Source: an optimization exercise on an open RTL-to-GDS flow (aim: small area, a short achievable clock period and few clock cycles per item). Production flows keep margins and buffers that such runs may drop.
At most, simulation tests tie the RTL to the original design; equivalence was not proved.

==> flow/design.v (excerpt) <==
module motor_speed_pi_pid_control_core #(
    parameter int SAMPLE_WIDTH   = 16,
    parameter int GAIN_FRAC_BITS = 8,
    parameter int ACC_WIDTH      = 48
) (
    input  wire logic                                   i_clk,
    input  wire logic                                   i_rst_n,
    input  wire logic                                   i_s_axis_tvalid,
    output      logic                                   o_s_axis_tready,
    input  wire logic [((2*SAMPLE_WIDTH+1+7)/8)*8-1:0]  i_s_axis_tdata,
    output      logic                                   o_m_axis_tvalid,
    input  wire logic                                   i_m_axis_tready,
    output      logic [mspc_pkg::OUT_DATA_W-1:0]        o_m_axis_tdata,
    input  wire logic                                   i_cfg_we,
    input  wire logic [mspc_pkg::CFG_ADDR_W-1:0]        i_cfg_addr,
    input  wire logic [mspc_pkg::CFG_DATA_W-1:0]        i_cfg_wdata
);
==> flow/config.mk <==
export PLATFORM = sky130hd
export DESIGN_NAME = motor_speed_pi_pid_control_core
export DESIGN_NICKNAME = motor_speed_pi_pid_control_core
export VERILOG_FILES = /design/flow/design.v
export SDC_FILE = /design/flow/constraint.sdc
export NUM_CORES = 4
export LEC_CHECK = 0
export CAP_MARGIN = 20
export CORE_MARGIN = 2
export CORE_UTILIZATION = 40
export PLACE_DENSITY = 0.6
export SLEW_MARGIN = 20
==> flow/constraint.sdc <==
create_clock -name core_clock -period 20.0 [get_ports {i_clk}]
set_input_delay 4.0000 -clock core_clock [delete_from_list [all_inputs] [get_ports {i_clk}]]
set_output_delay 4.0000 -clock core_clock [all_outputs]
set_load 0.01 [all_outputs]
run.sh (not shown) runs the stock make flow with config.mk's settings and CLKGATE_MAP_FILE= SYNTH_SCRIPT=/design/flow/synth_recipe.tcl, a recipe that flattens the netlist after the stock synthesis.
The first run completed with no timing, DRC or antenna violations.
==> next run, changes <==
ABC_AREA = 1   (was default)
What happened: Worst setup slack gets better by 280 ps. Worst hold slack gets worse by 26 ps. Maximum frequency went up by a few percent. Sequential cell count is unchanged. Design area is lower by roughly a tenth. Area after synthesis came out lower by roughly a tenth. First-iteration DRC count came out lower by a quarter to a third.
No run of this note included a check of the RTL's function; only the layout flow was run.

Another version of the RTL of motor_speed_pi_pid_control_core (not shown whole).
Size in the first run: about 370 flip-flops.
clock: 20.0 ns
lec_check: 0
abc_area: 1
cap_margin: 20
core_margin: 2
core_utilization: 55
place_density: 0.7
slew_margin: 20
standard.sh (not shown) runs the stock make flow with config.mk's settings and CLKGATE_MAP_FILE= SYNTH_SCRIPT=/design/flow/synth_recipe.tcl, a recipe that flattens the netlist after the stock synthesis.
==> flow/flow/run.sh <==
#!/bin/bash
set -euo pipefail
MARGIN=${MARGIN:-15}
sed 's/yosys synth -nofsm -noshare/yosys synth -nofsm -noshare -noabc/' synth_recipe.tcl > synth_noabc.tcl
bash standard.sh SYNTH_SCRIPT="$PWD/synth_noabc.tcl" SETUP_SLACK_MARGIN=$MARGIN finish > standard_flow.log 2>&1
The first run passed the timing, DRC and antenna checks.
==> next run, changes <==
==> flow/flow/run.sh (replaced) <==
#!/bin/bash
set -euo pipefail
MARGIN=${MARGIN:-14.5}
sed 's/yosys synth -nofsm -noshare/yosys synth -nofsm -noshare -noabc/' synth_recipe.tcl > synth_noabc.tcl
bash standard.sh SYNTH_SCRIPT="$PWD/synth_noabc.tcl" SETUP_SLACK_MARGIN=$MARGIN finish > standard_flow.log 2>&1
Design area drops by 9.2%.
Routed wire length fell by 12%.
Maximum frequency shrinks by 0.51%.
First-iteration DRC count fell by 17%.
Function was not checked in any run of this note: the RTL went through the layout flow alone.

Setup of main:
Another version of the RTL of motor_speed_pi_pid_control_core (not shown whole).
Size: about 4100 cells after synthesis, roughly 380 flip-flops, about 37000 um2 of cells after synthesis.
Settings: LEC_CHECK=0, ABC_AREA=1, CAP_MARGIN=20, CORE_MARGIN=2, CORE_UTILIZATION=55, CTS_CLUSTER_DIAMETER=100, CTS_CLUSTER_SIZE=16, PLACE_DENSITY=0.7, SLEW_MARGIN=20; clock period 20.0 ns.
==> flow/flow/run.sh <==
#!/bin/bash
set -euo pipefail
MARGIN=${MARGIN:-14.7}
sed 's/yosys synth -nofsm -noshare/yosys synth -nofsm -noshare -noabc/' synth_recipe.tcl > synth_noabc.tcl
bash standard.sh SYNTH_SCRIPT="$PWD/synth_noabc.tcl" SYNTH_OPERATIONS_ARGS=-booth SETUP_SLACK_MARGIN=$MARGIN \
    "BUFFER_PORTS_ARGS=-buffer_cell sky130_fd_sc_hd__buf_2" finish > standard_flow.log 2>&1
main: done, clean on timing, DRC and antenna
Testbench counts of main, summed over its fixed seeds: cycles 19,416, items 19,200.
#### Input delta (the feature branch over main)
Settings: CTS_CLUSTER_SIZE now 20, was 16; PLACE_DENSITY now 0.55, was 0.7.
## What came out
- Diff main -> the feature branch: headroom to the max-slew limit higher, transition time of the tightest slew-check pin went down 0.10 ns, wire length on met1 went up 9.7%.
- Summary of the feature branch over main: global-route usage picked up an extra 2.6 points; final worst setup slack picked up an extra 0.057 ns; clock latency of the later-clocked register in the worst-skew pair lost 0.02 ns.
- The feature branch vs main on met2 layer wire length in the routed design: the feature branch is the higher one.
- On the feature branch: wire length is 7.7% higher than what main gave.
- In the reports for main and the feature branch, the larger via count of the first global-routing pass belongs to the feature branch.

== the previous run ==
Another version of the RTL of motor_speed_pi_pid_control_core (not shown whole).
For scale: ~5,200 cells after synthesis, roughly 90 I/O pins.
Settings: LEC_CHECK=0, ABC_AREA=1, CAP_MARGIN=20, CORE_MARGIN=2, CORE_UTILIZATION=55, PLACE_DENSITY=0.7, SLEW_MARGIN=20; clock period 20.0 ns.
==> flow/flow/run.sh <==
#!/bin/bash
set -euo pipefail
bash standard.sh SETUP_SLACK_MARGIN=${MARGIN:-14.5} finish > standard_flow.log 2>&1
Relative to the previous run, the following input files were edited for the current run:
==> flow/run.sh (new file) <==
#!/bin/bash
# synth_recipe.tcl (not shown) runs the flow's synth.tcl, then flattens the netlist and writes it again
# the make line also repeats each setting of config.mk as NAME=value (left out here)
make -C /OpenROAD-flow-scripts/flow DESIGN_CONFIG=/design/flow/config.mk WORK_HOME=/design/flow/orfs CLKGATE_MAP_FILE= SYNTH_SCRIPT=/design/flow/synth_recipe.tcl finish
removed: flow/flow/run.sh
removed: flow/standard.sh
==> comparison <==
For routed wire length on met3, dividing the value from the previous run by the value from the current run gives 1.06. Comparing the previous run against the current run, there is no change at all in count of different cell masters after synthesis. After detailed routing, the previous run needs more wire than the current run. Lower synthesis-to-finish area growth was reported by the current run, not the previous run. Flip-flop and latch count: the previous run vs the current run, no meaningful difference. The current run vs. the previous run: global-route usage went down by 0.52 points.
No run of this note included a check of the RTL's function; only the layout flow was run.

## static timing again, ports no longer ideal
The flow's constraints put no driver on any port. The routed layouts listed below were extracted and timed again, unchanged, in two steps.
Step 1 (the two cells are an assumption about what drives the block):
set clk [get_ports {i_clk}]
set_driving_cell -lib_cell sky130_fd_sc_hd__clkbuf_16 $clk
set_driving_cell -lib_cell sky130_fd_sc_hd__buf_2 [delete_from_list [all_inputs] $clk]
Step 2 adds t to the input delays and takes it off the output delays; t is the mean of the earliest and latest rising clock arrival at the registers after step 1. Input paths then give back, and output paths get back, about the clock's delay inside the block.
a / b / c = ideal ports / drivers / drivers and shift; a / b = the first two.
| run | t (ns) | slack for setup (ns) | worst hold slack (ns) | slew at the worst register clock pin (ns) | cell pins on the clock port's net |
|---|---|---|---|---|---|
| the first run of note 1 | 0.669 | 7.786 / 7.786 / 7.786 | 0.463 / 0.463 / 0.463 | 0.06 / 0.06 | 1 |
| the second run of note 1 | 0.643 | 8.067 / 8.067 / 8.067 | 0.437 / 0.437 / 0.437 | 0.07 / 0.07 | 1 |
| the first run of note 2 | 0.684 | 13.678 / 13.678 / 13.678 | 0.417 / 0.417 / 0.417 | 0.08 / 0.08 | 1 |
| the second run of note 2 | 0.655 | 13.646 / 13.646 / 13.646 | 0.424 / 0.424 / 0.424 | 0.07 / 0.07 | 1 |
| main | 0.696 | 14.706 / 14.706 / 14.141 | 0.428 / 0.428 / 0.428 | 0.08 / 0.08 | 1 |
| the feature branch | 0.674 | 14.763 / 14.693 / 14.164 | 0.424 / 0.424 / 0.424 | 0.09 / 0.09 | 1 |
| the previous run | 0.671 | 14.318 / 14.338 / 13.667 | 0.418 / 0.418 / 0.418 | 0.07 / 0.07 | 1 |
| the current run | 0.657 | 13.020 / 13.020 / 12.769 | 0.425 / 0.425 / 0.425 | 0.07 / 0.07 | 1 |
After both steps every run listed still meets setup and hold. The setup slack of the previous run, which loses most, moves by +0.020 ns with the drivers and by -0.651 ns with both steps.
